From an optimization exercise on the open Yosys and OpenROAD flow, aimed at small area and a short achievable clock period; shortcuts taken in it are not production practice.
Function was checked by simulation only, so behaviour that the tests miss may differ from the original.
Power is estimated from default activity; no workload was simulated.

`flow/design.v`:
```
module qmax_update_table (
  input  logic        i_clk,
  input  logic        i_rst_n,
  input  logic        i_clear,
  output logic        o_busy,
  input  logic        i_rd_en,
  input  logic [5:0]  i_rd_addr,
  output logic [31:0] o_rd_data,
  output logic        o_rd_valid,
  input  logic        i_upd_en,
  input  logic [5:0]  i_upd_addr,
  input  logic [31:0] i_upd_data,
  input  logic        i_upd_mode,
  output logic        o_improved
);
  logic        busy_q;
  logic [5:0]  cnt_q;
  logic        s1_valid_q;
  logic        s1_mode_q;
  logic [5:0]  s1_addr_q;
  logic [31:0] s1_data_q;
  logic [31:0] s1_old_q;
  logic        s1_hit2_q;
  logic        s1_gt2_q;     
  logic        s2_valid_q;
  logic [5:0]  s2_addr_q;
  logic [63:0] s2_sel_q;      
  logic [31:0] s2_data_q;
  logic        rd_valid_q;
  logic [31:0] rd_data_q;
  logic        improved_q;
  logic [31:0] mem [64];
  logic        accept;
  logic        gt_old;
  logic        take;
  logic        commit;
  logic [31:0] rd_tree;
  logic [31:0] upd_tree;
  logic        rd_hit1;
  logic        rd_hit2;
  logic        upd_hit2;
  logic [31:0] rd_base;
  function automatic logic fgt(input logic [31:0] a, input logic [31:0] b);
    logic [31:0] g, l;
    g = {1'b0, a[30:0] & ~b[30:0]};
    l = {1'b0, ~a[30:0] & b[30:0]};
    for (int w = 1; w < 32; w = w * 2)
      for (int i = 0; i < 32; i += 2 * w) begin
        g[i] = g[i + w] | (!l[i + w] && g[i]);
        l[i] = l[i + w] | (!g[i + w] && l[i]);
      end
    if (a[31] != b[31]) fgt = b[31];
    else                fgt = a[31] ? l[0] : g[0];
  endfunction
  assign accept = !busy_q && !i_clear;
  always_comb begin
    logic [31:0] rd_grp, upd_grp;
    rd_tree  = '0;
    upd_tree = '0;
    for (int j = 0; j < 8; j++) begin
      rd_grp  = '0;
      upd_grp = '0;
      for (int k = 0; k < 8; k++) begin
        rd_grp  = rd_grp  | (mem[8 * j + k] & {32{i_rd_addr[2:0]  == 3'(k)}});
        upd_grp = upd_grp | (mem[8 * j + k] & {32{i_upd_addr[2:0] == 3'(k)}});
      end
      rd_tree  = rd_tree  | (rd_grp  & {32{i_rd_addr[5:3]  == 3'(j)}});
      upd_tree = upd_tree | (upd_grp & {32{i_upd_addr[5:3] == 3'(j)}});
    end
  end
  assign gt_old = fgt(s1_data_q, s1_old_q);
  assign take   = !s1_mode_q || ((s1_hit2_q && s2_valid_q) ? s1_gt2_q : gt_old);
  assign commit = s1_valid_q && accept && take;
  assign rd_hit1  = s1_valid_q && (s1_addr_q == i_rd_addr);
  assign rd_hit2  = s2_valid_q && (s2_addr_q == i_rd_addr);
  assign upd_hit2 = s2_valid_q && (s2_addr_q == i_upd_addr);
  assign rd_base  = rd_hit2 ? s2_data_q : rd_tree;
  always_ff @(posedge i_clk) begin
    for (int i = 0; i < 64; i++)
      if (busy_q || s2_sel_q[i])
        mem[i] <= s2_data_q & {32{!busy_q}};
  end
  always_ff @(posedge i_clk) begin
    s1_mode_q <= i_upd_mode;
    s1_addr_q <= i_upd_addr;
    s1_data_q <= i_upd_data;
    s1_old_q  <= upd_hit2 ? s2_data_q : upd_tree;
    s1_hit2_q <= s1_valid_q && (s1_addr_q == i_upd_addr);
    s1_gt2_q  <= fgt(i_upd_data, s1_data_q);
    s2_addr_q <= s1_addr_q;
    s2_data_q <= s1_data_q;
    for (int i = 0; i < 64; i++) s2_sel_q[i] <= commit && (s1_addr_q == 6'(i));
  end
  always_ff @(posedge i_clk or negedge i_rst_n) begin
    if (!i_rst_n) begin
      busy_q     <= 1'b1;
      cnt_q      <= '0;
      s1_valid_q <= 1'b0;
      s2_valid_q <= 1'b0;
      rd_valid_q <= 1'b0;
      rd_data_q  <= '0;
      improved_q <= 1'b0;
    end else begin
      if (busy_q) begin
        cnt_q <= cnt_q + 1'b1;
        if (cnt_q == 6'd63) busy_q <= 1'b0;
      end else if (i_clear) begin
        busy_q <= 1'b1;
      end
      s1_valid_q <= accept && i_upd_en;
      s2_valid_q <= commit;
      rd_valid_q <= accept && i_rd_en;
      if (accept && i_rd_en) rd_data_q <= (rd_hit1 && take) ? s1_data_q : rd_base;
      improved_q <= commit && s1_mode_q;
    end
  end
  assign o_busy     = busy_q;
  assign o_rd_data  = rd_data_q;
  assign o_rd_valid = rd_valid_q;
  assign o_improved = improved_q;
endmodule
```
`flow/flow/run.sh`:
```
#!/bin/bash
# Standard ORFS layout (standard synthesis unchanged), with these changes:
#  - the port buffers are plain sky130 buffers instead of the delay cell
#    buffer_ports picks by default;
#  - repair_timing may resize a cell to any equivalent cell, not only to one
#    with the same footprint;
#  - clock tree: larger sink clusters, no dummy loads.
set -euo pipefail
bash standard.sh MATCH_CELL_FOOTPRINT=0 \
  "BUFFER_PORTS_ARGS=-buffer_cell sky130_fd_sc_hd__buf_4" \
  "CTS_ARGS=-sink_clustering_enable -repair_clock_nets -dont_use_dummy_load -sink_clustering_size 24 -sink_clustering_max_diameter 80" \
  finish > standard_flow.log 2>&1
```
`flow/standard.sh`:
```
#!/bin/bash
# synth_recipe.tcl (not shown) runs the flow's synth.tcl, then flattens the netlist and writes it again
# the make line also repeats each setting of config.mk as NAME=value (left out here)
make -C /OpenROAD-flow-scripts/flow DESIGN_CONFIG=/design/flow/config.mk WORK_HOME=/design/flow/orfs CLKGATE_MAP_FILE= SYNTH_SCRIPT=/design/flow/synth_recipe.tcl "${@:-finish}"
```
`flow/config.mk`:
```
export PLATFORM = sky130hd
export DESIGN_NAME = qmax_update_table
export DESIGN_NICKNAME = qmax_update_table
export VERILOG_FILES = /design/flow/design.v
export SDC_FILE = /design/flow/constraint.sdc
export NUM_CORES = 4
export LEC_CHECK = 0
export CAP_MARGIN = 20
export CORE_MARGIN = 2
export CORE_UTILIZATION = 45
export SETUP_SLACK_MARGIN = 2.6
export SLEW_MARGIN = 20
export TNS_END_PERCENT = 0
```
`flow/constraint.sdc`:
```
create_clock -name core_clock -period 5.5 [get_ports {i_clk}]
set_input_delay 1.1000 -clock core_clock [delete_from_list [all_inputs] [get_ports {i_clk}]]
set_output_delay 1.1000 -clock core_clock [all_outputs]
set_load 0.01 [all_outputs]
```
==> results of run 1 <==
[what timing repair did]
| item | in CTS | in global routing |
|---|---|---|
| pin swaps | 58 | 5 |
| gates cloned | 37 | 0 |
| buffers inserted | 99 | 0 |
| gates resized for setup | 300 | 11 |
| endpoints found under the setup margin | 1280 | 131 |
[metal layers]
layer	global-route usage, %	part of all wire, %	wire (um)	up-vias
met4	30.1	9.5	43700	20
met1	52.2	33	152000	38700
met5	0	0.088	406	-
met3	17.1	18	82800	2146
met2	56.0	40	183000	8916
li1	-	-	-	28500
[stage by stage]
step / instances / hold WS [ns]
final: 9679 / 0.349
after global routing: 9651 / 0.360
after CTS: 9647 / 0.356
after detailed placement: 9392 / 0.341
after global placement: 9390 / 0.345
after floorplan: 6679 / 0.326
[power breakdown]
group          internal (mW)  switching (mW)  total [mW]
Clock                   3.82            5.47        9.29
Sequential              22.9            2.02        24.9
Combinational           1.78            5.23        7.01
Total                   28.5            12.7        41.2
[sequential cells by signal, indices dropped and copies added, names as in the netlist, 6 cells and up]
register	cells
s1_data_q	32
s1_old_q	32
s2_sel_q	64
s2_addr_q	6
cnt_q	6
s1_addr_q	6
mem	2048
s2_data_q	32
rd_data_q	32
[final timing paths]
path                                            start  slack [ns]  cells past startpoint                         to
worst min register to register   s1_data_q[1]$_DFF_P_        0.36                      0       s2_data_q[1]$_DFF_P_
min in group core_clock          s1_data_q[1]$_DFF_P_        0.36                      0       s2_data_q[1]$_DFF_P_
worst min-delay path                          i_rst_n        0.35                      1       rd_valid_q$_DFF_PN0_
worst max-delay path                    i_upd_addr[1]        2.16                     11       s1_old_q[27]$_DFF_P_
max in group asynchronous                     i_rst_n        4.49                      1  rd_data_q[23]$_DFFE_PN0P_
worst max register to register  s1_data_q[13]$_DFF_P_        2.24                      8           s1_gt2_q$_DFF_P_
[cell families after synthesis]
family / Yosys count / synth area share, %
AO/OA/AOI/OAI: 2704 / 21.3
flip-flops: 2266 / 68.7
AND/OR/NAND/NOR: 866 / 5.15
buffers and inverters: 650 / 2.80
multiplexers: 111 / 1.25
adder cells (fa/ha/maj): 53 / 0.562
XOR/XNOR: 29 / 0.264
[layout make-up]
class	instances	area share, %
Antenna cell	31	0.0714
Clock buffer	119	2.74
Inverter	43	0.157
Multi-Input combinational cell	3771	26.7
Sequential cell	2266	60.8
Tap cell	2821	3.25
Timing Repair Buffer	628	6.26
[Yosys cell counts, drive strengths merged (30+ instances only)]
cell    count  area [um^2]
mux2       67          754
buf       289         1340
maj3       52          528
nor2      184          691
nand4     218         1360
nand3      38          195
a221oi    344         3010
inv        39          146
nor2b      66          413
or2        66          413
dfxtp     175         3500
edfxtp   2048        61500
a22o      279         2440
a22oi    1321         9920
mux2i      43          430
a21oi     156          781
a31oi     194         1210
a41oi      47          412
nand2      84          315
nand2b     30          188
dfrtp      42         1050
o21ai     106          531
nor3       77          592
clkbuf    318         1190
a221o      32          320
o211ai     65          488
==> impl_metrics.xml, run 1 <==
<?xml version="1.0" encoding="UTF-8"?>
<metrics>
  <group name="cells_and_area">
    <metric name="number_of_nets_in_the_layout" unit="">6880</metric>
    <metric name="syn_to_final_growth" unit="%">12.9</metric>
    <metric name="filler_cell_count" unit="">17600</metric>
    <metric name="share_of_layout_cells_above_drive_strength_1" unit="%">17.2</metric>
    <metric name="final_cell_area" unit="mm^2">0.109</metric>
    <metric name="layout.area.seq" unit="mm^2">0.0661</metric>
    <metric name="layout_common_cells" unit="">sky130_fd_sc_hd__edfxtp_1, sky130_fd_sc_hd__a22oi_1, sky130_fd_sc_hd__buf_4, sky130_fd_sc_hd__a221oi_1, sky130_fd_sc_hd__a22o_1</metric>
    <metric name="layout.cells.most_common" unit="">sky130_fd_sc_hd__edfxtp_1</metric>
    <metric name="postLayoutCoreUtil" unit="%">51.2</metric>
    <metric name="multi_input_area" unit="mm^2">0.0290</metric>
  </group>
  <group name="floorplanning">
    <metric name="die_w" unit="um">466</metric>
    <metric name="die_area" unit="mm^2">0.218</metric>
    <metric name="fp.coreArea" unit="mm^2">0.212</metric>
    <metric name="number_of_top_level_pins" unit="">85</metric>
    <metric name="std_cell_rows" unit="">169</metric>
    <metric name="chipHeight" unit="um">466</metric>
    <metric name="starting_density" unit="%">45.3</metric>
  </group>
  <group name="detailed_routing">
    <metric name="antenna_violating_nets_post_route" unit="">0</metric>
    <metric name="num_vias" unit="">78200</metric>
    <metric name="wl" unit="um">462000</metric>
    <metric name="via_per_inst" unit="">8.08</metric>
    <metric name="dr.pass1.iters" unit="">8</metric>
    <metric name="drt-initial-drc-count" unit="">18100</metric>
    <metric name="drt_drc_violations_left" unit="">0</metric>
    <metric name="average_detailed_routed_wire_length_per_instance" unit="um">47.7</metric>
  </group>
  <group name="yosys">
    <metric name="synth_sequential_area_ratio" unit="%">68.7</metric>
    <metric name="post_synthesis_cell_count" unit="">6679</metric>
    <metric name="yosys_warnings" unit="">2</metric>
    <metric name="postSynthRegisterBits" unit="">2266</metric>
    <metric name="post_synth_instance_area" unit="mm^2">0.0962</metric>
    <metric name="synth_fp_nets" unit="">6730</metric>
    <metric name="synth.avg_cell_area" unit="um^2">14.4</metric>
    <metric name="synth_cell_types" unit="">86</metric>
    <metric name="postSynth.topFlopCell" unit="">sky130_fd_sc_hd__edfxtp_1</metric>
    <metric name="synth_enable_flop_cells" unit="">2048</metric>
    <metric name="synthArstFlopShare" unit="%">1.90</metric>
  </group>
  <group name="clocking">
    <metric name="cts_made_buffers" unit="">119</metric>
    <metric name="clock_insertion_delay_worst_skew" unit="ns">0.85</metric>
    <metric name="clock-root-buffer" unit="">sky130_fd_sc_hd__clkbuf_16</metric>
    <metric name="tritoncts" unit="">yes</metric>
    <metric name="clkSlewWorstSetupHoldPaths" unit="ns">0.10</metric>
    <metric name="number_of_buffers_between_clock_root_and_the_deepest_sink" unit="">3</metric>
    <metric name="cts_num_sinks" unit="">2266</metric>
    <metric name="cts_hold_buffers" unit="">0</metric>
    <metric name="h-tree-depth" unit="">3</metric>
  </group>
  <group name="timing">
    <metric name="report.final.slew_viol_count" unit="">0</metric>
    <metric name="finalCritPeriodShare" unit="%">60.7</metric>
    <metric name="timing.final.setup_violations" unit="">0</metric>
    <metric name="fmax" unit="MHz">299</metric>
    <metric name="rsz_0062_raised_after_global_routing" unit="">yes</metric>
    <metric name="final.setup_skew" unit="ns">0.0805</metric>
    <metric name="max_slew.worst_pin.slew" unit="ns">1.31</metric>
    <metric name="report.final.hold_viol_count" unit="">0</metric>
    <metric name="worst_slew_margin_rel" unit="%">12.1</metric>
    <metric name="min_period" unit="ns">3.34</metric>
    <metric name="worst_slack" unit="ns">2.16</metric>
    <metric name="fin_tns_setup" unit="ns">0</metric>
  </group>
  <group name="place">
    <metric name="postPlaceCellArea" unit="mm^2">0.102</metric>
    <metric name="dpl_worst_slack" unit="ns">0.303</metric>
    <metric name="numPortBuffers" unit="">84</metric>
    <metric name="gp_routability_congestion" unit="">1.02</metric>
    <metric name="final_hpwl_dp" unit="um">266000</metric>
  </group>
  <group name="grt">
    <metric name="antenna_found_initial" unit="">29</metric>
    <metric name="first_global_vias" unit="">73000</metric>
    <metric name="grt_pass1_wl" unit="um">617000</metric>
    <metric name="grt_overflow_total" unit="">0</metric>
    <metric name="grtUsageTotal" unit="%">41.1</metric>
    <metric name="grt_max_degree" unit="">65</metric>
  </group>
  <group name="setup_path">
    <metric name="setup.worst_path.end_class" unit="">flop</metric>
    <metric name="critical-path-slowest-cell" unit="">sky130_fd_sc_hd__a31oi_1</metric>
    <metric name="critPathLaunchType" unit="">primary input</metric>
    <metric name="cp_top_family" unit="">compound AO/OA/AOI/OAI gates</metric>
    <metric name="startpoint_to_endpoint_class_of_the_critical_path" unit="">in -&gt; reg</metric>
    <metric name="timing.critical_path.fanout_max" unit="">27</metric>
    <metric name="worst_path_largest_cell_delay" unit="ns">0.97</metric>
    <metric name="required_time_at_the_worst_slack_endpoint" unit="ns">6.25</metric>
    <metric name="worstPathCellList" unit="">buf_16 &gt; buf_4 &gt; nor3b_2 &gt; clkbuf_16 &gt; buf_4 &gt; buf_12 &gt; a22o_1 &gt; a221oi_1 &gt; a31oi_1 &gt; a31oi_4 &gt; a21oi_1</metric>
    <metric name="critical_path_arrival" unit="ns">4.09</metric>
    <metric name="crit_buf_inv" unit="">5</metric>
    <metric name="crit_top_cell" unit="">sky130_fd_sc_hd__buf_4</metric>
  </group>
  <group name="power_and_ir_drop">
    <metric name="p_total" unit="mW">41.2</metric>
    <metric name="power.leakage" unit="nW">38.4</metric>
    <metric name="ir_worst_vdd" unit="mV">0.403</metric>
    <metric name="powerDensity" unit="mW/mm^2">379</metric>
  </group>
  <group name="flow_run">
    <metric name="max-cap-violations" unit="">0</metric>
  </group>
  <group name="hold_path">
    <metric name="hold_class" unit="">in -&gt; async</metric>
  </group>
  <group name="outcome">
    <metric name="run_status" unit="">complete, no violations</metric>
  </group>
</metrics>
==> run 2: changes to the inputs <==
--- a/flow/design.v
+++ b/flow/design.v
@@ -78,5 +78,5 @@
   always_ff @(posedge i_clk) begin
     for (int i = 0; i < 64; i++)
-      if (busy_q || s2_sel_q[i])
+      if (busy_q || (s2_valid_q && s2_sel_q[i]))
         mem[i] <= s2_data_q & {32{!busy_q}};
   end
@@ -90,5 +90,5 @@
     s2_addr_q <= s1_addr_q;
     s2_data_q <= s1_data_q;
-    for (int i = 0; i < 64; i++) s2_sel_q[i] <= commit && (s1_addr_q == 6'(i));
+    for (int i = 0; i < 64; i++) s2_sel_q[i] <= (s1_addr_q == 6'(i));
   end
   always_ff @(posedge i_clk or negedge i_rst_n) begin
--- a/flow/config.mk
+++ b/flow/config.mk
@@ -8,5 +8,6 @@
 export CAP_MARGIN = 20
 export CORE_MARGIN = 2
-export CORE_UTILIZATION = 45
+export CORE_UTILIZATION = 42
+export PLACE_DENSITY = 0.5
 export SETUP_SLACK_MARGIN = 2.6
 export SLEW_MARGIN = 20
==> run 2 against run 1 <==
- still clean
- sequential cell count unchanged
- clock power increased by 8%
- register-to-register slack improved by 0.07 ns
- die area increased by 5.5%
- cell count decreased by 1.1%
- non-clock buffer count decreased by 138
- synthesized cell count decreased by 2.6%
- sequential power increased by 2%
- critical path type is now reg -> reg
==> impl_metrics.xml, run 2 <==
<?xml version="1.0" encoding="UTF-8"?>
<metrics>
  <group name="outcome">
    <metric name="run_status" unit="">complete, no violations</metric>
  </group>
  <group name="floorplanning">
    <metric name="die_w" unit="um">479</metric>
    <metric name="number_of_top_level_pins" unit="">85</metric>
    <metric name="starting_density" unit="%">42.2</metric>
    <metric name="chipHeight" unit="um">479</metric>
    <metric name="die_area" unit="mm^2">0.229</metric>
    <metric name="std_cell_rows" unit="">174</metric>
    <metric name="fp.coreArea" unit="mm^2">0.224</metric>
  </group>
  <group name="yosys">
    <metric name="yosys_warnings" unit="">2</metric>
    <metric name="synthMuxAreaShare" unit="%">0.335</metric>
    <metric name="leading_post_synthesis_cells_by_cell_area" unit="">sky130_fd_sc_hd__edfxtp_1, sky130_fd_sc_hd__a22oi_1, sky130_fd_sc_hd__dfxtp_1, sky130_fd_sc_hd__a221oi_1, sky130_fd_sc_hd__a22o_1</metric>
    <metric name="synth_enable_flop_cells" unit="">2048</metric>
    <metric name="synth_cell_types" unit="">76</metric>
    <metric name="post_synth_and_or_nand_nor_area_fraction" unit="%">4.17</metric>
    <metric name="synth_compound_area_share" unit="%">22.2</metric>
    <metric name="yosys.area.top_type_share" unit="%">64.9</metric>
    <metric name="synth.cells.most_frequent" unit="">sky130_fd_sc_hd__edfxtp_1, sky130_fd_sc_hd__a22oi_1, sky130_fd_sc_hd__a221oi_1, sky130_fd_sc_hd__clkbuf_1, sky130_fd_sc_hd__a22o_1</metric>
    <metric name="post_synth_instance_area" unit="mm^2">0.0948</metric>
    <metric name="largest_family_of_logic_cells_by_synthesized_area" unit="">compound AO/OA/AOI/OAI gates</metric>
    <metric name="synth.most_common_cell" unit="">sky130_fd_sc_hd__edfxtp_1</metric>
    <metric name="synthAdderAreaFrac" unit="%">0.586</metric>
    <metric name="postSynthRegisterBits" unit="">2266</metric>
    <metric name="post_synthesis_cell_count" unit="">6508</metric>
    <metric name="synth.avg_cell_area" unit="um^2">14.6</metric>
    <metric name="yosys.area_share.xor_xnor" unit="%">0.268</metric>
    <metric name="synthArstFlopShare" unit="%">1.90</metric>
    <metric name="postSynth.topFlopCell" unit="">sky130_fd_sc_hd__edfxtp_1</metric>
    <metric name="synth_sequential_area_ratio" unit="%">69.7</metric>
    <metric name="post-synth-top-area-cell" unit="">sky130_fd_sc_hd__edfxtp_1</metric>
    <metric name="synth_fp_nets" unit="">6559</metric>
  </group>
  <group name="setup_path">
    <metric name="timing.critical_path.fanout_max" unit="">8</metric>
    <metric name="startpoint" unit="">s1_data_q[8]$_DFF_P_</metric>
    <metric name="worst-r2r-setup-slack" unit="ns">2.31</metric>
    <metric name="critPathLaunchType" unit="">flop</metric>
    <metric name="required_time_at_the_worst_slack_endpoint" unit="ns">6.23</metric>
    <metric name="critical_path_arrival" unit="ns">3.92</metric>
    <metric name="critical-path-slowest-cell" unit="">sky130_fd_sc_hd__dfxtp_1</metric>
    <metric name="worstPathCellList" unit="">nand2b_1 &gt; maj3_1 &gt; o21ai_2 &gt; nor3_2 &gt; a211oi_4 &gt; and3_4 &gt; o211ai_4 &gt; buf_6 &gt; a31oi_1 &gt; a21oi_1</metric>
    <metric name="worst_path_largest_cell_delay" unit="ns">0.50</metric>
    <metric name="cp_top_family" unit="">compound AO/OA/AOI/OAI gates</metric>
    <metric name="r2r_path_start" unit="">s1_data_q[8]$_DFF_P_</metric>
    <metric name="crit_buf_inv" unit="">1</metric>
    <metric name="cp.depth" unit="">10</metric>
    <metric name="worstRegToRegCells" unit="">10</metric>
    <metric name="setup.worst_path.end_class" unit="">flop</metric>
    <metric name="r2r_end" unit="">rd_data_q[13]$_DFFE_PN0P_</metric>
    <metric name="startpoint_to_endpoint_class_of_the_critical_path" unit="">reg -&gt; reg</metric>
  </group>
  <group name="cells_and_area">
    <metric name="registers.top_by_ff_count" unit="">mem</metric>
    <metric name="largest_reg_flops" unit="">2048</metric>
    <metric name="syn_to_final_growth" unit="%">12.3</metric>
    <metric name="final_cell_count_no_fill" unit="">9571</metric>
    <metric name="share_of_layout_cells_above_drive_strength_1" unit="%">13.4</metric>
    <metric name="number_of_nets_in_the_layout" unit="">6601</metric>
    <metric name="final_cell_area" unit="mm^2">0.106</metric>
    <metric name="filler_cell_count" unit="">19100</metric>
    <metric name="layout_common_cells" unit="">sky130_fd_sc_hd__edfxtp_1, sky130_fd_sc_hd__a22oi_1, sky130_fd_sc_hd__buf_4, sky130_fd_sc_hd__a221oi_1, sky130_fd_sc_hd__a22o_1</metric>
    <metric name="top_regs" unit="">mem: 2048 flops, s2_sel_q: 64 flops</metric>
    <metric name="layout.cells.most_common" unit="">sky130_fd_sc_hd__edfxtp_1</metric>
  </group>
  <group name="detailed_routing">
    <metric name="drt_drc_violations_left" unit="">0</metric>
    <metric name="antenna_violating_nets_post_route" unit="">0</metric>
    <metric name="dr.pass1.iters" unit="">9</metric>
    <metric name="drt-initial-drc-count" unit="">14500</metric>
    <metric name="num_vias" unit="">74700</metric>
    <metric name="average_detailed_routed_wire_length_per_instance" unit="um">48.8</metric>
    <metric name="via_per_inst" unit="">7.81</metric>
    <metric name="wl" unit="um">467000</metric>
  </group>
  <group name="timing">
    <metric name="fin_hold_ws" unit="ns">0.287</metric>
    <metric name="finalCritPeriodShare" unit="%">58.0</metric>
    <metric name="worst_slack" unit="ns">2.31</metric>
    <metric name="timing.final.setup_violations" unit="">0</metric>
    <metric name="rsz_0062_raised_after_global_routing" unit="">yes</metric>
    <metric name="max_slew.worst_pin.slew" unit="ns">1.22</metric>
    <metric name="report.final.slew_viol_count" unit="">0</metric>
    <metric name="min_period" unit="ns">3.19</metric>
    <metric name="worst_slew_margin_rel" unit="%">18.6</metric>
    <metric name="fin_tns_setup" unit="ns">0</metric>
    <metric name="fmax" unit="MHz">313</metric>
    <metric name="final.setup_skew" unit="ns">0.0745</metric>
    <metric name="report.final.hold_viol_count" unit="">0</metric>
  </group>
  <group name="grt">
    <metric name="antenna_found_initial" unit="">38</metric>
    <metric name="grt_overflow_total" unit="">0</metric>
    <metric name="first_global_vias" unit="">69500</metric>
    <metric name="grtUsageTotal" unit="%">39.2</metric>
    <metric name="grt_max_degree" unit="">97</metric>
    <metric name="grt_pass1_wl" unit="um">616000</metric>
  </group>
  <group name="power_and_ir_drop">
    <metric name="powerDensity" unit="mW/mm^2">397</metric>
    <metric name="ir_worst_vdd" unit="mV">0.263</metric>
    <metric name="power.leakage" unit="nW">36.9</metric>
  </group>
  <group name="clocking">
    <metric name="cts_made_buffers" unit="">135</metric>
    <metric name="cts_hold_buffers" unit="">0</metric>
    <metric name="clock_insertion_delay_worst_skew" unit="ns">0.85</metric>
    <metric name="number_of_buffers_between_clock_root_and_the_deepest_sink" unit="">3</metric>
    <metric name="clock-root-buffer" unit="">sky130_fd_sc_hd__clkbuf_16</metric>
    <metric name="h-tree-depth" unit="">4</metric>
    <metric name="tritoncts" unit="">yes</metric>
    <metric name="clkSlewWorstSetupHoldPaths" unit="ns">0.09</metric>
    <metric name="cts_num_sinks" unit="">2266</metric>
  </group>
  <group name="place">
    <metric name="gp_routability_congestion" unit="">0.930</metric>
    <metric name="dpl_worst_slack" unit="ns">0.803</metric>
    <metric name="numPortBuffers" unit="">84</metric>
    <metric name="postPlaceCellArea" unit="mm^2">0.101</metric>
    <metric name="post-place-cells" unit="">9334</metric>
    <metric name="final_hpwl_dp" unit="um">261000</metric>
  </group>
  <group name="flow_run">
    <metric name="max-cap-violations" unit="">0</metric>
  </group>
  <group name="hold_path">
    <metric name="hold_class" unit="">in -&gt; async</metric>
  </group>
</metrics>
==> run 2: cell types whose count changed in the layout (fill, tap and decap cells not counted), sizes merged, moves of 36 or more <==
cell / delta
nor4: +42
nor3: -66
a21o: +68
or2: -61
a221oi: -41
buf: -114
a31oi: +57
mux2: -55
o211ai: -39
a41oi: +44
a22oi: +129
o21ai: -62
mux2i: -36
==> run 2: through the flow <==
stage | util, % | power (mW)
2_1_floorplan | - | 27.3
6_report | 47.4 | 42.3
4_1_cts | 46.9 | 41.7
3_5_place_dp | 45.2 | 31.9
5_1_grt | 47.4 | 43.1
3_3_place_gp | 45.0 | 31.9
==> run 2: worst reg2reg max path, stage by stage (launching register included) <==
cell,delay (ns)
sky130_fd_sc_hd__dfxtp_1,0.50
sky130_fd_sc_hd__nand2b_1,0.25
sky130_fd_sc_hd__maj3_1,0.37
sky130_fd_sc_hd__o21ai_2,0.22
sky130_fd_sc_hd__nor3_2,0.10
sky130_fd_sc_hd__a211oi_4,0.40
sky130_fd_sc_hd__and3_4,0.34
sky130_fd_sc_hd__o211ai_4,0.14
sky130_fd_sc_hd__buf_6,0.21
sky130_fd_sc_hd__a31oi_1,0.43
sky130_fd_sc_hd__a21oi_1,0.13
==> run 2: layer usage <==
| metal | up-vias | wire, um | global-route usage (%) |
|---|---|---|---|
| li1 | 27700 | - | - |
| met3 | 1666 | 68600 | 12.9 |
| met2 | 7439 | 198000 | 56.7 |
| met1 | 37900 | 167000 | 51.3 |
| met4 | 20 | 33900 | 23.8 |
| met5 | - | 148 | 0.166 |
==> run 2: where the power goes <==
part           total (mW)  internal (mW)  leakage (nW)  switching, mW
clock                10.0           4.37          1.66           5.66
combinational        6.95           1.72          8.26           5.23
sequential           25.3           22.9          27.0           2.35
total                42.3           29.0          36.9           13.2
==> run 2: kinds of logic (layout without fill, tap and decap cells) <==
family          count (synthesis)  in the layout
flops                        2266           2266
xor+xnor                       29             29
compound gates               2790           2791
other cells                     0             31
buf+inv                       629            662
mux                            24             24
fa+ha+maj                      55             55
simple gates                  715            721
==> run 2: layout make-up <==
type	count	area [um^2]	area share, %
sequential	2266	66100	62.1
antenna	31	77.6	0.0729
clock buffer	135	3380	3.17
timing repair buffer	490	5550	5.21
multi-input combinational	3620	27400	25.8
inverter	37	150	0.141
tap	2992	3740	3.52
==> run 2: worst max-delay path by stage <==
stage | endpoint | slack, ns
finish | rd_data_q[13]$_DFFE_PN0P_ | 2.31
global route | rd_data_q[19]$_DFFE_PN0P_ | 2.37
CTS | rd_data_q[15]$_DFFE_PN0P_ | 2.26
detailed placement | rd_data_q[23]$_DFFE_PN0P_ | 0.80
global placement | rd_data_q[23]$_DFFE_PN0P_ | 0.83
floorplan | mem[0][29]$_DFFE_PP_ | 2.55
==> run 2: timing repair <==
| item | CTS | global route |
|---|---|---|
| cloned | 7 | 6 |
| resized for setup | 41 | 123 |
| setup buffers | 22 | 32 |
| endpoints found under the setup margin | 778 | 892 |
| pin swaps | 7 | 21 |
==> run 3: changes to the inputs <==
--- a/flow/design.v
+++ b/flow/design.v
@@ -20,7 +20,10 @@
   logic [5:0]  s1_addr_q;
   logic [31:0] s1_data_q;
-  logic [31:0] s1_old_q;
-  logic        s1_hit2_q;
-  logic        s1_gt2_q;     
+  logic [31:0] s1_ndata_q;    
+  logic [31:0] s1_old_q;      
+  logic        s1_hit2_q;     
+  logic        s1_gt2_q;      
+  logic        s1_hitw_q;     
+  logic        s1_gtw_q;      
   logic        s2_valid_q;
   logic [5:0]  s2_addr_q;
@@ -69,6 +72,7 @@
     end
   end
-  assign gt_old = fgt(s1_data_q, s1_old_q);
-  assign take   = !s1_mode_q || ((s1_hit2_q && s2_valid_q) ? s1_gt2_q : gt_old);
+  assign gt_old = fgt(~s1_ndata_q, s1_old_q);
+  assign take   = !s1_mode_q ||
+                  ((s1_hit2_q && s2_valid_q) ? s1_gt2_q : (s1_hitw_q ? s1_gtw_q : gt_old));
   assign commit = s1_valid_q && accept && take;
   assign rd_hit1  = s1_valid_q && (s1_addr_q == i_rd_addr);
@@ -85,5 +89,8 @@
     s1_addr_q <= i_upd_addr;
     s1_data_q <= i_upd_data;
-    s1_old_q  <= upd_hit2 ? s2_data_q : upd_tree;
+    s1_ndata_q <= ~i_upd_data;
+    s1_old_q  <= upd_tree;
+    s1_hitw_q <= upd_hit2;
+    s1_gtw_q  <= fgt(i_upd_data, s2_data_q);
     s1_hit2_q <= s1_valid_q && (s1_addr_q == i_upd_addr);
     s1_gt2_q  <= fgt(i_upd_data, s1_data_q);
==> run 3 against run 2 <==
- maximum frequency shrank 8.1%
- sequential power about the same
- routed wire length grew 4.2%
- sequential cell count up 34
- final area up 2.9%
- register-to-register slack worse by 0.06 ns
- total power rose by 0.35%
- clock power hardly changed
- count of clock-buffer cells in the layout increased by 3
- clock skew down 0.025 ns
- utilization down 0.37 points
- non-clock buffer count is 30 higher
- critical path type is now in -> reg
==> impl_metrics.xml, run 3 <==
<?xml version="1.0" encoding="UTF-8"?>
<metrics>
  <group name="detailed_routing">
    <metric name="drt-initial-drc-count" unit="">15900</metric>
    <metric name="drt-met1-wl" unit="um">176000</metric>
    <metric name="route.met3.wl" unit="um">74000</metric>
    <metric name="top_signal_layer_used" unit="">met5</metric>
    <metric name="drt_drc_violations_left" unit="">0</metric>
    <metric name="dr.pass1.iters" unit="">12</metric>
    <metric name="wl" unit="um">487000</metric>
    <metric name="via_per_inst" unit="">7.60</metric>
    <metric name="antenna_violating_nets_post_route" unit="">0</metric>
    <metric name="average_detailed_routed_wire_length_per_instance" unit="um">47.8</metric>
    <metric name="num_vias" unit="">77500</metric>
    <metric name="wl_met2" unit="um">204000</metric>
  </group>
  <group name="cells_and_area">
    <metric name="number_of_nets_in_the_layout" unit="">7105</metric>
    <metric name="final_cell_area" unit="mm^2">0.110</metric>
    <metric name="layout_common_cells" unit="">sky130_fd_sc_hd__edfxtp_1, sky130_fd_sc_hd__a22oi_1, sky130_fd_sc_hd__buf_4, sky130_fd_sc_hd__a221oi_1, sky130_fd_sc_hd__a21oi_1</metric>
    <metric name="syn_to_final_growth" unit="%">11.3</metric>
    <metric name="largest_reg_flops" unit="">2048</metric>
    <metric name="registers.top_by_ff_count" unit="">mem</metric>
    <metric name="share_of_layout_cells_above_drive_strength_1" unit="%">14.9</metric>
    <metric name="postLayoutCoreUtil" unit="%">47.1</metric>
    <metric name="layout.cells.most_common" unit="">sky130_fd_sc_hd__edfxtp_1</metric>
    <metric name="top_regs" unit="">mem: 2048 flops, s2_sel_q: 64 flops</metric>
    <metric name="filler_cell_count" unit="">20200</metric>
  </group>
  <group name="setup_path">
    <metric name="worstPathCellList" unit="">buf_4 &gt; nor3b_4 &gt; buf_12 &gt; buf_12 &gt; a22o_1 &gt; a221oi_1 &gt; a31oi_1 &gt; a21oi_1 &gt; nand4_1</metric>
    <metric name="required_time_at_the_worst_slack_endpoint" unit="ns">6.21</metric>
    <metric name="critPathLaunchType" unit="">primary input</metric>
    <metric name="startpoint_to_endpoint_class_of_the_critical_path" unit="">in -&gt; reg</metric>
    <metric name="critical_path_arrival" unit="ns">4.18</metric>
    <metric name="timing.critical_path.fanout_max" unit="">54</metric>
    <metric name="critical-path-slowest-cell" unit="">sky130_fd_sc_hd__nor3b_4</metric>
    <metric name="worst_path_largest_cell_delay" unit="ns">0.59</metric>
    <metric name="crit_top_cell" unit="">sky130_fd_sc_hd__buf_12</metric>
    <metric name="setup.worst_path.end_class" unit="">flop</metric>
  </group>
  <group name="timing">
    <metric name="report.final.hold_viol_count" unit="">0</metric>
    <metric name="worst_slack" unit="ns">2.03</metric>
    <metric name="final.setup_skew" unit="ns">0.0492</metric>
    <metric name="fmax" unit="MHz">288</metric>
    <metric name="fin_tns_setup" unit="ns">0</metric>
    <metric name="report.final.slew_viol_count" unit="">0</metric>
    <metric name="max_slew.worst_pin.slew" unit="ns">1.27</metric>
    <metric name="timing.final.setup_violations" unit="">0</metric>
    <metric name="rsz_0062_raised_after_global_routing" unit="">yes</metric>
    <metric name="worst_slew_margin_rel" unit="%">15.6</metric>
    <metric name="finalCritPeriodShare" unit="%">63.1</metric>
    <metric name="min_period" unit="ns">3.47</metric>
  </group>
  <group name="place">
    <metric name="numPortBuffers" unit="">84</metric>
    <metric name="gp_routability_congestion" unit="">0.946</metric>
    <metric name="final_hpwl_dp" unit="um">290000</metric>
    <metric name="postPlaceCellArea" unit="mm^2">0.105</metric>
    <metric name="dpl_worst_slack" unit="ns">0.541</metric>
  </group>
  <group name="clocking">
    <metric name="h-tree-depth" unit="">4</metric>
    <metric name="tritoncts" unit="">yes</metric>
    <metric name="clock-root-buffer" unit="">sky130_fd_sc_hd__clkbuf_16</metric>
    <metric name="cts_made_buffers" unit="">138</metric>
    <metric name="clock_insertion_delay_worst_skew" unit="ns">0.87</metric>
    <metric name="cts_num_sinks" unit="">2300</metric>
    <metric name="clkSlewWorstSetupHoldPaths" unit="ns">0.08</metric>
    <metric name="number_of_buffers_between_clock_root_and_the_deepest_sink" unit="">3</metric>
    <metric name="cts_hold_buffers" unit="">0</metric>
  </group>
  <group name="floorplanning">
    <metric name="std_cell_rows" unit="">177</metric>
    <metric name="starting_density" unit="%">42.3</metric>
    <metric name="number_of_top_level_pins" unit="">85</metric>
    <metric name="die_area" unit="mm^2">0.238</metric>
    <metric name="fp.coreArea" unit="mm^2">0.233</metric>
    <metric name="die_w" unit="um">488</metric>
    <metric name="chipHeight" unit="um">488</metric>
  </group>
  <group name="yosys">
    <metric name="largest_family_of_logic_cells_by_synthesized_area" unit="">compound AO/OA/AOI/OAI gates</metric>
    <metric name="synthMuxAreaShare" unit="%">3.24</metric>
    <metric name="post_synthesis_cell_count" unit="">6993</metric>
    <metric name="synth.cells.most_frequent" unit="">sky130_fd_sc_hd__edfxtp_1, sky130_fd_sc_hd__a22oi_1, sky130_fd_sc_hd__a221oi_1</metric>
    <metric name="postSynth.topFlopCell" unit="">sky130_fd_sc_hd__edfxtp_1</metric>
    <metric name="yosys.area_share.xor_xnor" unit="%">0.258</metric>
    <metric name="post_synth_and_or_nand_nor_area_fraction" unit="%">4.06</metric>
    <metric name="yosys_warnings" unit="">2</metric>
    <metric name="synth_fp_nets" unit="">7044</metric>
    <metric name="post_synth_instance_area" unit="mm^2">0.0984</metric>
    <metric name="synth.avg_cell_area" unit="um^2">14.1</metric>
    <metric name="synthArstFlopShare" unit="%">1.87</metric>
    <metric name="synth_sequential_area_ratio" unit="%">67.9</metric>
    <metric name="synth_enable_flop_cells" unit="">2048</metric>
    <metric name="synth.most_common_cell" unit="">sky130_fd_sc_hd__edfxtp_1</metric>
    <metric name="synth_cell_types" unit="">85</metric>
    <metric name="post-synth-top-area-cell" unit="">sky130_fd_sc_hd__edfxtp_1</metric>
    <metric name="leading_post_synthesis_cells_by_cell_area" unit="">sky130_fd_sc_hd__edfxtp_1, sky130_fd_sc_hd__a22oi_1, sky130_fd_sc_hd__dfxtp_1, sky130_fd_sc_hd__a221oi_1, sky130_fd_sc_hd__a22o_1</metric>
    <metric name="synthAdderAreaFrac" unit="%">0.349</metric>
    <metric name="postSynthRegisterBits" unit="">2300</metric>
    <metric name="synth_compound_area_share" unit="%">21.3</metric>
    <metric name="yosys.area.top_type_share" unit="%">62.5</metric>
  </group>
  <group name="hold_path">
    <metric name="hold_class" unit="">in -&gt; reg</metric>
  </group>
  <group name="flow_run">
    <metric name="max-cap-violations" unit="">0</metric>
  </group>
  <group name="outcome">
    <metric name="run_status" unit="">complete, no violations</metric>
  </group>
  <group name="grt">
    <metric name="grtUsageTotal" unit="%">39.8</metric>
    <metric name="grt_max_degree" unit="">85</metric>
    <metric name="antenna_found_initial" unit="">32</metric>
    <metric name="grt_overflow_total" unit="">0</metric>
    <metric name="first_global_vias" unit="">72100</metric>
    <metric name="grt_pass1_wl" unit="um">645000</metric>
  </group>
  <group name="power_and_ir_drop">
    <metric name="powerDensity" unit="mW/mm^2">387</metric>
    <metric name="ir_worst_vdd" unit="mV">0.401</metric>
    <metric name="power.leakage" unit="nW">39.7</metric>
  </group>
</metrics>
run 3: power breakdown:
group / internal, mW / total (mW) / switching [mW] / leakage (nW)
Clock: 4.47 / 10.2 / 5.74 / 1.70
Sequential: 23.1 / 25.1 / 2.03 / 27.3
Combinational: 1.81 / 7.06 / 5.26 / 10.8
Total: 29.4 / 42.4 / 13.0 / 39.7
run 3: through the flow:
step / hold WS, ns / power, mW / std cells
final: 0.333 / 42.4 / 10200
after CTS: 0.321 / 41.9 / 10200
after global placement: 0.337 / 32.0 / 10000
after floorplan: 0.329 / 27.8 / 6993
after global routing: 0.321 / 43.3 / 10200
after detailed placement: 0.336 / 32.0 / 10000
run 3: final timing paths:
check	from	endpoint	slack [ns]	cells past startpoint
setup / recovery	i_upd_addr[2]	s1_old_q[22]$_DFF_P_	2.03	9
hold / removal	i_upd_mode	s1_mode_q$_DFF_P_	0.33	1
setup reg to reg	s2_valid_q$_DFF_PN0_	mem[53][2]$_DFFE_PP_	2.25	3
hold reg to reg	s1_data_q[14]$_DFF_P_	s2_data_q[14]$_DFF_P_	0.35	0
max in group asynchronous	i_rst_n	s2_valid_q$_DFF_PN0_	4.53	1
min in group asynchronous	i_rst_n	rd_data_q[24]$_DFFE_PN0P_	0.34	1
run 3: timing repair:
item                       in CTS  in global routing
pin swaps                       6                 14
cloned                         13                  3
setup endpoints to repair    1631                945
gates resized for setup        67                 81
setup buffers                  28                  2
run 3: critical path, delay by kind of cell:
family | cells | cell delay [ns]
and+or+nand+nor | 2 | 1.13
buffers and inverters | 3 | 1.09
AOI/OAI and AO/OA | 4 | 0.74
run 3: layer usage:
metal | global-route usage, % | vias up
met3 | 13.8 | 1503
met4 | 21.8 | 18
met5 | 0 | -
met1 | 52.6 | 39700
li1 | - | 29200
met2 | 57.2 | 7103
run 3: cell type report:
type	count	area, um^2	area share (%)
inverters	66	260	0.238
clock buffers	138	3450	3.15
multi-input cells	4028	29900	27.3
diodes	10	25.0	0.0228
flip-flops and latches	2300	66800	61.0
well taps	3132	3920	3.58
repair buffers	520	5230	4.77
run 3: kinds of logic (layout without fill, tap and decap cells):
family,Yosys count,count (layout)
AO/OA/AOI/OAI,2841,2841
flip-flops,2300,2300
AND/OR/NAND/NOR,834,841
buffers and inverters,672,724
multiplexers,283,283
adder cells (fa/ha/maj),34,34
XOR/XNOR,29,29
other,0,10
==> run 4: changes to the inputs <==
--- a/flow/design.v
+++ b/flow/design.v
@@ -14,5 +14,6 @@
   output logic        o_improved
 );
-  logic        busy_q;
+  logic        busy_q;        
+  logic        idle_q;        
   logic [5:0]  cnt_q;
   logic        s1_valid_q;
@@ -27,4 +28,5 @@
   logic        s1_gtw_q;      
   logic        s2_valid_q;
+  logic        s2_nwen_q;     
   logic [5:0]  s2_addr_q;
   logic [63:0] s2_sel_q;      
@@ -56,5 +58,5 @@
     else                fgt = a[31] ? l[0] : g[0];
   endfunction
-  assign accept = !busy_q && !i_clear;
+  assign accept = idle_q && !i_clear;
   always_comb begin
     logic [31:0] rd_grp, upd_grp;
@@ -82,6 +84,6 @@
   always_ff @(posedge i_clk) begin
     for (int i = 0; i < 64; i++)
-      if (busy_q || (s2_valid_q && s2_sel_q[i]))
-        mem[i] <= s2_data_q & {32{!busy_q}};
+      if (!idle_q || (!s2_nwen_q && s2_sel_q[i]))
+        mem[i] <= s2_data_q & {32{idle_q}};
   end
   always_ff @(posedge i_clk) begin
@@ -102,19 +104,26 @@
     if (!i_rst_n) begin
       busy_q     <= 1'b1;
+      idle_q     <= 1'b0;
       cnt_q      <= '0;
       s1_valid_q <= 1'b0;
       s2_valid_q <= 1'b0;
+      s2_nwen_q  <= 1'b1;
       rd_valid_q <= 1'b0;
       rd_data_q  <= '0;
       improved_q <= 1'b0;
     end else begin
-      if (busy_q) begin
+      if (!idle_q) begin
         cnt_q <= cnt_q + 1'b1;
-        if (cnt_q == 6'd63) busy_q <= 1'b0;
+        if (cnt_q == 6'd63) begin
+          busy_q <= 1'b0;
+          idle_q <= 1'b1;
+        end
       end else if (i_clear) begin
         busy_q <= 1'b1;
+        idle_q <= 1'b0;
       end
       s1_valid_q <= accept && i_upd_en;
       s2_valid_q <= commit;
+      s2_nwen_q  <= !commit;
       rd_valid_q <= accept && i_rd_en;
       if (accept && i_rd_en) rd_data_q <= (rd_hit1 && take) ? s1_data_q : rd_base;
==> run 4 against run 3 <==
- count of clock-buffer cells in the layout fell by 2
- sequential power fell by 25%
- synthesized cell count fell by 1.7%
- non-clock buffer count rose by 52
- final area rose by 0.43%
- sequential cell count rose by 2
- first-iteration DRC count fell by 6.9%
- largest cell class unchanged
- largest power group unchanged
==> impl_metrics.xml, run 4 <==
<?xml version="1.0" encoding="UTF-8"?>
<metrics>
  <group name="setup_path">
    <metric name="startpoint_to_endpoint_class_of_the_critical_path" unit="">in -&gt; reg</metric>
    <metric name="critical_path_arrival" unit="ns">3.66</metric>
    <metric name="critPathLaunchType" unit="">primary input</metric>
    <metric name="required_time_at_the_worst_slack_endpoint" unit="ns">5.89</metric>
    <metric name="cp.depth" unit="">8</metric>
    <metric name="worstPathCellList" unit="">buf_6 &gt; nor3b_2 &gt; buf_4 &gt; buf_12 &gt; a22oi_1 &gt; nand4_1 &gt; a22oi_1 &gt; nand4_1</metric>
    <metric name="timing.critical_path.fanout_max" unit="">64</metric>
    <metric name="setup.worst_path.end_class" unit="">flop</metric>
    <metric name="worstRegToRegCells" unit="">4</metric>
    <metric name="cp_top_family" unit="">simple AND/OR/NAND/NOR gates</metric>
    <metric name="critical-path-slowest-cell" unit="">sky130_fd_sc_hd__nand4_1</metric>
    <metric name="crit_buf_inv" unit="">3</metric>
    <metric name="worst_path_largest_cell_delay" unit="ns">0.74</metric>
  </group>
  <group name="cells_and_area">
    <metric name="postLayoutCoreUtil" unit="%">47.4</metric>
    <metric name="registers.top_by_ff_count" unit="">mem</metric>
    <metric name="share_of_layout_cells_above_drive_strength_1" unit="%">15.2</metric>
    <metric name="number_of_nets_in_the_layout" unit="">7047</metric>
    <metric name="layout.cells.most_common" unit="">sky130_fd_sc_hd__edfxtp_1</metric>
    <metric name="final_cell_count_no_fill" unit="">10100</metric>
    <metric name="filler_cell_count" unit="">19900</metric>
    <metric name="largest_reg_flops" unit="">2048</metric>
    <metric name="top_regs" unit="">mem: 2048 flops, s2_sel_q: 64 flops</metric>
    <metric name="layout.area.seq" unit="mm^2">0.0668</metric>
    <metric name="multi_input_area" unit="mm^2">0.0294</metric>
    <metric name="syn_to_final_growth" unit="%">12.5</metric>
    <metric name="layout_common_cells" unit="">sky130_fd_sc_hd__edfxtp_1, sky130_fd_sc_hd__a22oi_1, sky130_fd_sc_hd__buf_4, sky130_fd_sc_hd__nand4_1, sky130_fd_sc_hd__dfxtp_1</metric>
  </group>
  <group name="clocking">
    <metric name="clock_insertion_delay_worst_skew" unit="ns">0.84</metric>
    <metric name="number_of_buffers_between_clock_root_and_the_deepest_sink" unit="">3</metric>
    <metric name="clock-root-buffer" unit="">sky130_fd_sc_hd__clkbuf_16</metric>
    <metric name="tritoncts" unit="">yes</metric>
    <metric name="clkSlewWorstSetupHoldPaths" unit="ns">0.08</metric>
    <metric name="h-tree-depth" unit="">4</metric>
    <metric name="cts_num_sinks" unit="">2302</metric>
    <metric name="cts_made_buffers" unit="">136</metric>
  </group>
  <group name="timing">
    <metric name="worst_slew_margin_rel" unit="%">15.2</metric>
    <metric name="report.final.slew_viol_count" unit="">0</metric>
    <metric name="min_period" unit="ns">3.28</metric>
    <metric name="rsz_0062_raised_after_global_routing" unit="">yes</metric>
    <metric name="fmax" unit="MHz">305</metric>
    <metric name="report.final.hold_viol_count" unit="">0</metric>
    <metric name="final.setup_skew" unit="ns">0.0631</metric>
    <metric name="finalCritPeriodShare" unit="%">59.6</metric>
    <metric name="timing.final.setup_violations" unit="">0</metric>
    <metric name="fin_tns_setup" unit="ns">0</metric>
    <metric name="max_slew.worst_pin.slew" unit="ns">1.27</metric>
  </group>
  <group name="power_and_ir_drop">
    <metric name="clockPowerShare" unit="%">32.8</metric>
    <metric name="power.leakage" unit="nW">39.5</metric>
    <metric name="internal-power" unit="mW">23.6</metric>
    <metric name="seq_power_share" unit="%">60.9</metric>
    <metric name="ir_worst_vdd" unit="mV">0.361</metric>
    <metric name="net-switching-power" unit="mW">7.32</metric>
    <metric name="powerDensity" unit="mW/mm^2">281</metric>
    <metric name="switching_share" unit="%">23.7</metric>
    <metric name="combPwrFrac" unit="%">6.3</metric>
  </group>
  <group name="yosys">
    <metric name="synth.cells.most_frequent" unit="">sky130_fd_sc_hd__edfxtp_1, sky130_fd_sc_hd__a22oi_1, sky130_fd_sc_hd__clkbuf_1</metric>
    <metric name="yosys_warnings" unit="">2</metric>
    <metric name="synth_fp_nets" unit="">6924</metric>
    <metric name="synthArstFlopShare" unit="%">1.95</metric>
    <metric name="synth.most_common_cell" unit="">sky130_fd_sc_hd__edfxtp_1</metric>
    <metric name="post-synth-top-area-cell" unit="">sky130_fd_sc_hd__edfxtp_1</metric>
    <metric name="synth_cell_types" unit="">95</metric>
    <metric name="post_synthesis_cell_count" unit="">6873</metric>
    <metric name="leading_post_synthesis_cells_by_cell_area" unit="">sky130_fd_sc_hd__edfxtp_1, sky130_fd_sc_hd__a22oi_1, sky130_fd_sc_hd__dfxtp_1, sky130_fd_sc_hd__nand4_1, sky130_fd_sc_hd__a221oi_1</metric>
    <metric name="yosys.area.top_type_share" unit="%">62.9</metric>
    <metric name="synth_enable_flop_cells" unit="">2048</metric>
    <metric name="postSynthRegisterBits" unit="">2302</metric>
    <metric name="synth.avg_cell_area" unit="um^2">14.2</metric>
    <metric name="postSynth.topFlopCell" unit="">sky130_fd_sc_hd__edfxtp_1</metric>
    <metric name="post_synth_instance_area" unit="mm^2">0.0978</metric>
    <metric name="synth_sequential_area_ratio" unit="%">68.3</metric>
  </group>
  <group name="floorplanning">
    <metric name="die_w" unit="um">487</metric>
    <metric name="fp.coreArea" unit="mm^2">0.232</metric>
    <metric name="chipHeight" unit="um">487</metric>
    <metric name="number_of_top_level_pins" unit="">85</metric>
    <metric name="starting_density" unit="%">42.1</metric>
    <metric name="die_area" unit="mm^2">0.237</metric>
    <metric name="std_cell_rows" unit="">177</metric>
  </group>
  <group name="detailed_routing">
    <metric name="drt-initial-drc-count" unit="">14800</metric>
    <metric name="dr.pass1.iters" unit="">7</metric>
    <metric name="drt_drc_violations_left" unit="">0</metric>
    <metric name="num_vias" unit="">78800</metric>
    <metric name="via_per_inst" unit="">7.81</metric>
    <metric name="average_detailed_routed_wire_length_per_instance" unit="um">50.2</metric>
    <metric name="wl" unit="um">506000</metric>
    <metric name="antenna_violating_nets_post_route" unit="">0</metric>
  </group>
  <group name="place">
    <metric name="numPortBuffers" unit="">84</metric>
    <metric name="final_hpwl_dp" unit="um">290000</metric>
    <metric name="post-place-cells" unit="">9814</metric>
    <metric name="gp_routability_congestion" unit="">0.952</metric>
  </group>
  <group name="flow_run">
    <metric name="max-cap-violations" unit="">0</metric>
  </group>
  <group name="grt">
    <metric name="first_global_vias" unit="">72400</metric>
    <metric name="grt_pass1_wl" unit="um">660000</metric>
    <metric name="grt_overflow_total" unit="">0</metric>
    <metric name="grtUsageTotal" unit="%">41.3</metric>
    <metric name="antenna_found_initial" unit="">52</metric>
    <metric name="grt_max_degree" unit="">76</metric>
  </group>
  <group name="outcome">
    <metric name="run_status" unit="">complete, no violations</metric>
  </group>
  <group name="hold_path">
    <metric name="hold_class" unit="">in -&gt; async</metric>
  </group>
</metrics>
## run 4: cell count changes in the layout (fill, tap and decap cells not counted), moves of 64 or more
cell,before,now
sky130_fd_sc_hd__nand4_1,154,332
sky130_fd_sc_hd__o21ai_4,1,65
sky130_fd_sc_hd__a221oi_1,403,205
sky130_fd_sc_hd__o21ai_0,175,105
sky130_fd_sc_hd__a22o_1,255,113
sky130_fd_sc_hd__mux2i_1,126,53
sky130_fd_sc_hd__a21oi_1,346,152
sky130_fd_sc_hd__inv_1,60,126
sky130_fd_sc_hd__a22oi_1,1000,1641
sky130_fd_sc_hd__nand2_1,205,119
sky130_fd_sc_hd__a31oi_1,172,100
## run 4: cells by family after synthesis
family          after synthesis  synth area share [%]
compound gates             2768                  21.1
flops                      2302                  68.3
simple gates                853                  4.73
buf+inv                     725                  3.18
mux                         175                  2.16
xor+xnor                     29                 0.260
fa+ha+maj                    21                 0.220
## run 4: worst paths after layout
check | startpoint | endpoint | slack, ns
min in group core_clock | s1_data_q[2]$_DFF_P_ | s2_data_q[2]$_DFF_P_ | 0.35
min reg2reg | s1_data_q[2]$_DFF_P_ | s2_data_q[2]$_DFF_P_ | 0.35
max | i_upd_addr[0] | s1_old_q[17]$_DFF_P_ | 2.22
min | i_rst_n | rd_data_q[13]$_DFFE_PN0P_ | 0.26
max reg2reg | idle_q$_DFF_PN0_ | mem[6][2]$_DFFE_PP_ | 2.33
max in group asynchronous | i_rst_n | rd_data_q[27]$_DFFE_PN0P_ | 4.15
## run 4: through the flow
step                      worst slack [ns]  instance area (um^2)  hold WS (ns)  total power [mW]
after detailed placement             0.547                105000         0.336              20.9
after global routing                  2.38                110000         0.256              31.4
after global placement               0.167                105000         0.338              20.9
after CTS                             2.37                109000         0.233              30.7
final                                 2.22                110000         0.265              30.9
after floorplan                       2.03                 97800         0.329              19.9
## run 4: worst reg2reg max path, stage by stage (launching register included)
cell	delay, ns
sky130_fd_sc_hd__dfrtp_4	0.66
sky130_fd_sc_hd__buf_4	0.47
sky130_fd_sc_hd__o21ai_4	0.16
sky130_fd_sc_hd__buf_4	0.64
sky130_fd_sc_hd__buf_4	0.83
## run 4: power by group through the flow
stage / registers (mW) / logic [mW] / clock network, mW
after floorplan: 19.2 / 0.720 / 0
after global placement: 19.2 / 1.69 / 0
after detailed placement: 19.2 / 1.70 / 0
after CTS: 18.8 / 1.77 / 10.1
after global routing: 18.9 / 1.87 / 10.7
final: 18.9 / 1.94 / 10.1
## run 4: layout make-up
cell class | count | area share [%]
diodes | 46 | 0.105
flip-flops and latches | 2302 | 60.8
multi-input cells | 3852 | 26.7
clock buffers | 136 | 3.09
inverters | 132 | 0.460
repair buffers | 572 | 5.42
well taps | 3043 | 3.46
## run 4: repair_timing
action | in CTS | in global routing
pin swaps | 15 | 23
setup buffers | 37 | 28
endpoints found under the setup margin | 2171 | 1768
gates resized for setup | 81 | 73
gates cloned | 12 | 8
hold buffers | 0 | 0
## run 4: metal layers
metal  track usage, %  share of wire (%)  vias to the layer above
li1                 -                  -                    29100
met5                0              0.058                        -
met3             16.9                 16                     1967
met2             57.6                 41                     8013
met1             51.5                 34                    39700
met4             30.0                8.9                       40
==> run 5: changes to the inputs <==
--- a/flow/design.v
+++ b/flow/design.v
@@ -14,6 +14,5 @@
   output logic        o_improved
 );
-  logic        busy_q;        
-  logic        idle_q;        
+  logic        busy_q;
   logic [5:0]  cnt_q;
   logic        s1_valid_q;
@@ -21,12 +20,8 @@
   logic [5:0]  s1_addr_q;
   logic [31:0] s1_data_q;
-  logic [31:0] s1_ndata_q;    
-  logic [31:0] s1_old_q;      
-  logic        s1_hit2_q;     
-  logic        s1_gt2_q;      
-  logic        s1_hitw_q;     
-  logic        s1_gtw_q;      
+  logic [31:0] s1_old_q;
+  logic        s1_hit2_q;
+  logic        s1_gt2_q;     
   logic        s2_valid_q;
-  logic        s2_nwen_q;     
   logic [5:0]  s2_addr_q;
   logic [63:0] s2_sel_q;      
@@ -58,23 +53,22 @@
     else                fgt = a[31] ? l[0] : g[0];
   endfunction
-  assign accept = idle_q && !i_clear;
+  assign accept = !busy_q && !i_clear;
   always_comb begin
-    logic [31:0] rd_grp, upd_grp;
-    rd_tree  = '0;
-    upd_tree = '0;
-    for (int j = 0; j < 8; j++) begin
-      rd_grp  = '0;
-      upd_grp = '0;
-      for (int k = 0; k < 8; k++) begin
-        rd_grp  = rd_grp  | (mem[8 * j + k] & {32{i_rd_addr[2:0]  == 3'(k)}});
-        upd_grp = upd_grp | (mem[8 * j + k] & {32{i_upd_addr[2:0] == 3'(k)}});
+    logic [31:0] rd_lvl  [64];
+    logic [31:0] upd_lvl [64];
+    for (int i = 0; i < 64; i++) begin
+      rd_lvl[i]  = mem[i];
+      upd_lvl[i] = mem[i];
+    end
+    for (int b = 0; b < 6; b++)
+      for (int i = 0; i < (64 >> (b + 1)); i++) begin
+        rd_lvl[i]  = i_rd_addr[b]  ? rd_lvl[2 * i + 1]  : rd_lvl[2 * i];
+        upd_lvl[i] = i_upd_addr[b] ? upd_lvl[2 * i + 1] : upd_lvl[2 * i];
       end
-      rd_tree  = rd_tree  | (rd_grp  & {32{i_rd_addr[5:3]  == 3'(j)}});
-      upd_tree = upd_tree | (upd_grp & {32{i_upd_addr[5:3] == 3'(j)}});
-    end
+    rd_tree  = rd_lvl[0];
+    upd_tree = upd_lvl[0];
   end
-  assign gt_old = fgt(~s1_ndata_q, s1_old_q);
-  assign take   = !s1_mode_q ||
-                  ((s1_hit2_q && s2_valid_q) ? s1_gt2_q : (s1_hitw_q ? s1_gtw_q : gt_old));
+  assign gt_old = fgt(s1_data_q, s1_old_q);
+  assign take   = !s1_mode_q || ((s1_hit2_q && s2_valid_q) ? s1_gt2_q : gt_old);
   assign commit = s1_valid_q && accept && take;
   assign rd_hit1  = s1_valid_q && (s1_addr_q == i_rd_addr);
@@ -84,6 +78,6 @@
   always_ff @(posedge i_clk) begin
     for (int i = 0; i < 64; i++)
-      if (!idle_q || (!s2_nwen_q && s2_sel_q[i]))
-        mem[i] <= s2_data_q & {32{idle_q}};
+      if (busy_q || (s2_valid_q && s2_sel_q[i]))
+        mem[i] <= s2_data_q & {32{!busy_q}};
   end
   always_ff @(posedge i_clk) begin
@@ -91,8 +85,5 @@
     s1_addr_q <= i_upd_addr;
     s1_data_q <= i_upd_data;
-    s1_ndata_q <= ~i_upd_data;
-    s1_old_q  <= upd_tree;
-    s1_hitw_q <= upd_hit2;
-    s1_gtw_q  <= fgt(i_upd_data, s2_data_q);
+    s1_old_q  <= upd_hit2 ? s2_data_q : upd_tree;
     s1_hit2_q <= s1_valid_q && (s1_addr_q == i_upd_addr);
     s1_gt2_q  <= fgt(i_upd_data, s1_data_q);
@@ -104,26 +95,19 @@
     if (!i_rst_n) begin
       busy_q     <= 1'b1;
-      idle_q     <= 1'b0;
       cnt_q      <= '0;
       s1_valid_q <= 1'b0;
       s2_valid_q <= 1'b0;
-      s2_nwen_q  <= 1'b1;
       rd_valid_q <= 1'b0;
       rd_data_q  <= '0;
       improved_q <= 1'b0;
     end else begin
-      if (!idle_q) begin
+      if (busy_q) begin
         cnt_q <= cnt_q + 1'b1;
-        if (cnt_q == 6'd63) begin
-          busy_q <= 1'b0;
-          idle_q <= 1'b1;
-        end
+        if (cnt_q == 6'd63) busy_q <= 1'b0;
       end else if (i_clear) begin
         busy_q <= 1'b1;
-        idle_q <= 1'b0;
       end
       s1_valid_q <= accept && i_upd_en;
       s2_valid_q <= commit;
-      s2_nwen_q  <= !commit;
       rd_valid_q <= accept && i_rd_en;
       if (accept && i_rd_en) rd_data_q <= (rd_hit1 && take) ? s1_data_q : rd_base;
==> run 5 against run 4 <==
- sequential power grew about 30%
- total power grew 42%
- synthesized area rose by 4.6%
- sequential cell count is 36 lower
- critical path depth increased by 1
- largest power group unchanged
- routed wire length shrank 24%
- utilization fell by 0.39 points
- still clean on timing, DRC and antenna
- hold slack improved by 0.066 ns
- cell count shrank 20%
==> impl_metrics.xml, run 5 <==
<?xml version="1.0" encoding="UTF-8"?>
<metrics>
  <group name="cells_and_area">
    <metric name="largest_reg_flops" unit="">2048</metric>
    <metric name="syn_to_final_growth" unit="%">11.6</metric>
    <metric name="layout_common_cells" unit="">sky130_fd_sc_hd__edfxtp_1, sky130_fd_sc_hd__mux4_2, sky130_fd_sc_hd__buf_4, sky130_fd_sc_hd__clkbuf_16, sky130_fd_sc_hd__dfxtp_1</metric>
    <metric name="layout.cells.most_common" unit="">sky130_fd_sc_hd__edfxtp_1</metric>
  </group>
  <group name="yosys">
    <metric name="largest_family_of_logic_cells_by_synthesized_area" unit="">multiplexers</metric>
    <metric name="synth_cell_types" unit="">63</metric>
    <metric name="synthArstFlopShare" unit="%">1.90</metric>
    <metric name="postSynthRegisterBits" unit="">2266</metric>
    <metric name="synth_sequential_area_ratio" unit="%">64.6</metric>
    <metric name="synthAdderAreaFrac" unit="%">0.503</metric>
    <metric name="postSynth.topFlopCell" unit="">sky130_fd_sc_hd__edfxtp_1</metric>
    <metric name="post_synth_and_or_nand_nor_area_fraction" unit="%">1.38</metric>
    <metric name="yosys.area.top_type_share" unit="%">60.1</metric>
    <metric name="post_synth_instance_area" unit="mm^2">0.102</metric>
    <metric name="post-synth-top-area-cell" unit="">sky130_fd_sc_hd__edfxtp_1</metric>
    <metric name="synth_fp_nets" unit="">4739</metric>
    <metric name="synthMuxAreaShare" unit="%">29.8</metric>
    <metric name="synth.cells.most_frequent" unit="">sky130_fd_sc_hd__edfxtp_1, sky130_fd_sc_hd__mux4_2, sky130_fd_sc_hd__clkbuf_1</metric>
    <metric name="yosys_warnings" unit="">4</metric>
    <metric name="synth.avg_cell_area" unit="um^2">21.8</metric>
    <metric name="synth_enable_flop_cells" unit="">2048</metric>
    <metric name="yosys.area_share.xor_xnor" unit="%">0.248</metric>
  </group>
  <group name="timing">
    <metric name="final.setup_skew" unit="ns">0.0966</metric>
    <metric name="worst_slack" unit="ns">2.22</metric>
    <metric name="max_slew.worst_pin.slew" unit="ns">1.23</metric>
    <metric name="report.final.hold_viol_count" unit="">0</metric>
    <metric name="report.final.slew_viol_count" unit="">0</metric>
    <metric name="worst_slew_margin_rel" unit="%">18.1</metric>
    <metric name="timing.final.setup_violations" unit="">0</metric>
    <metric name="rsz_0062_raised_after_global_routing" unit="">yes</metric>
  </group>
  <group name="detailed_routing">
    <metric name="antenna_violating_nets_post_route" unit="">0</metric>
    <metric name="drt_drc_violations_left" unit="">0</metric>
    <metric name="wl" unit="um">387000</metric>
    <metric name="via_per_inst" unit="">6.96</metric>
    <metric name="num_vias" unit="">56100</metric>
  </group>
  <group name="clocking">
    <metric name="cts_num_sinks" unit="">2266</metric>
    <metric name="h-tree-depth" unit="">4</metric>
    <metric name="clkSlewWorstSetupHoldPaths" unit="ns">0.09</metric>
    <metric name="cts_hold_buffers" unit="">0</metric>
    <metric name="number_of_buffers_between_clock_root_and_the_deepest_sink" unit="">3</metric>
    <metric name="clock_insertion_delay_worst_skew" unit="ns">0.84</metric>
  </group>
  <group name="place">
    <metric name="final_hpwl_dp" unit="um">213000</metric>
    <metric name="post-place-cells" unit="">7862</metric>
    <metric name="dpl_worst_slack" unit="ns">0.560</metric>
    <metric name="numPortBuffers" unit="">84</metric>
    <metric name="gp_routability_congestion" unit="">0.822</metric>
  </group>
  <group name="floorplanning">
    <metric name="std_cell_rows" unit="">181</metric>
    <metric name="chipHeight" unit="um">498</metric>
    <metric name="fp.coreArea" unit="mm^2">0.243</metric>
    <metric name="number_of_top_level_pins" unit="">85</metric>
    <metric name="starting_density" unit="%">42.1</metric>
    <metric name="die_w" unit="um">498</metric>
  </group>
  <group name="setup_path">
    <metric name="r2r_path_start" unit="">s2_valid_q$_DFF_PN0_</metric>
    <metric name="critPathLaunchType" unit="">primary input</metric>
    <metric name="critical_path_arrival" unit="ns">4.05</metric>
    <metric name="setup.worst_path.end_class" unit="">flop</metric>
    <metric name="startpoint" unit="">i_rd_addr[1]</metric>
    <metric name="critical-path-slowest-cell" unit="">sky130_fd_sc_hd__or3_2</metric>
    <metric name="startpoint_to_endpoint_class_of_the_critical_path" unit="">in -&gt; reg</metric>
    <metric name="worstPathCellList" unit="">buf_8 &gt; xnor2_1 &gt; nand4_1 &gt; or3_2 &gt; and2_1 &gt; buf_4 &gt; a221oi_1 &gt; o211a_1 &gt; a221o_1</metric>
    <metric name="timing.critical_path.fanout_max" unit="">9</metric>
    <metric name="worst_path_largest_cell_delay" unit="ns">0.68</metric>
  </group>
  <group name="outcome">
    <metric name="run_status" unit="">complete, no violations</metric>
  </group>
  <group name="power_and_ir_drop">
    <metric name="p_total" unit="mW">43.9</metric>
    <metric name="ir_worst_vdd" unit="mV">0.368</metric>
    <metric name="power.leakage" unit="nW">42.0</metric>
  </group>
  <group name="hold_path">
    <metric name="hold_class" unit="">in -&gt; async</metric>
  </group>
  <group name="grt">
    <metric name="first_global_vias" unit="">55300</metric>
    <metric name="grt_overflow_total" unit="">0</metric>
    <metric name="grtUsageTotal" unit="%">30.9</metric>
    <metric name="antenna_found_initial" unit="">22</metric>
  </group>
</metrics>
-- run 5: final timing paths --
path / endpoint / slack [ns] / cells past startpoint
worst max-delay path: rd_data_q[20]$_DFFE_PN0P_ / 2.22 / 9
worst min-delay path: cnt_q[0]$_DFFE_PN0P_ / 0.33 / 1
worst max register to register: rd_data_q[20]$_DFFE_PN0P_ / 2.25 / 7
worst min register to register: s2_data_q[19]$_DFF_P_ / 0.38 / 0
max in group asynchronous: rd_data_q[21]$_DFFE_PN0P_ / 4.29 / 1
min in group core_clock: s1_data_q[3]$_DFF_P_ / 0.37 / 1
-- run 5: cell families after synthesis --
kind of cell | after synthesis
buffers and inverters | 394
muxes | 1404
DFF | 2266
adders and majority gates | 51
AOI/OAI and AO/OA | 259
xor gates and xnor gates | 29
and+or+nand+nor | 285
-- run 5: cell type report --
class                   instances  area (um^2)
flip-flops and latches       2266        66100
repair buffers                381         4630
clock buffers                 138         3450
multi-input cells            2039        35700
well taps                    3202         4010
inverters                      31          116
fillers                     19900       129000
diodes                         11         27.5
-- run 5: repair_timing --
action,CTS,global route
setup buffers,3,16
gates cloned,21,15
gates resized for setup,52,85
endpoints found under the setup margin,1408,2064
pin swaps,5,15
-- run 5: report_power, final --
group          total, mW  internal (mW)  switching [mW]
clock               10.1           4.47            5.63
sequential          24.5           22.8            1.72
combinational       9.32           4.09            5.23
-- run 5: layer usage --
metal	wire length, um	track usage (%)	share of wire [%]	up-vias
met2	185000	49.0	48	2897
met1	154000	43.2	40	31800
met4	15000	9.92	3.9	8
li1	-	-	-	20800
met3	33000	6.03	8.5	570
met5	47	0	0.012	-
-- run 5: critical path: cells and delay by family --
family,cells,cell delay [ns]
simple gates,3,1.37
buf+inv,2,0.60
compound gates,3,0.73
xor+xnor,1,0.18
-- run 5: through the flow --
step | hold WS (ns) | instance area (um^2)
5_1_grt | 0.338 | 114000
6_report | 0.330 | 114000
2_1_floorplan | 0.329 | 104000
4_1_cts | 0.320 | 113000
3_3_place_gp | 0.373 | 109000
3_5_place_dp | 0.363 | 109000

static timing again, ports no longer ideal:
How much do the figures lean on ideal ports? The routed layouts below were timed once more, with nothing changed but the port constraints. Step 1: set_driving_cell puts a clkbuf_16 on i_clk and a buf_2 on each other input, an assumption about the parent block. Step 2, shift: input delay + t, output delay - t, t = (earliest + latest rising clock arrival at the registers) / 2. This alone moves slack from input paths to output paths. a / b / c = ideal / step 1 / step 2; a / b = the first two.
run	t, ns	setup slack, ns
run 1	0.906	2.159 / 2.010 / 1.103
run 2	0.914	2.309 / 2.309 / 1.467
run 3	0.933	2.029 / 1.923 / 0.990
run 4	0.924	2.224 / 2.103 / 1.179
run 5	0.891	2.215 / 1.998 / 1.107
After both steps every run listed still meets setup and hold.
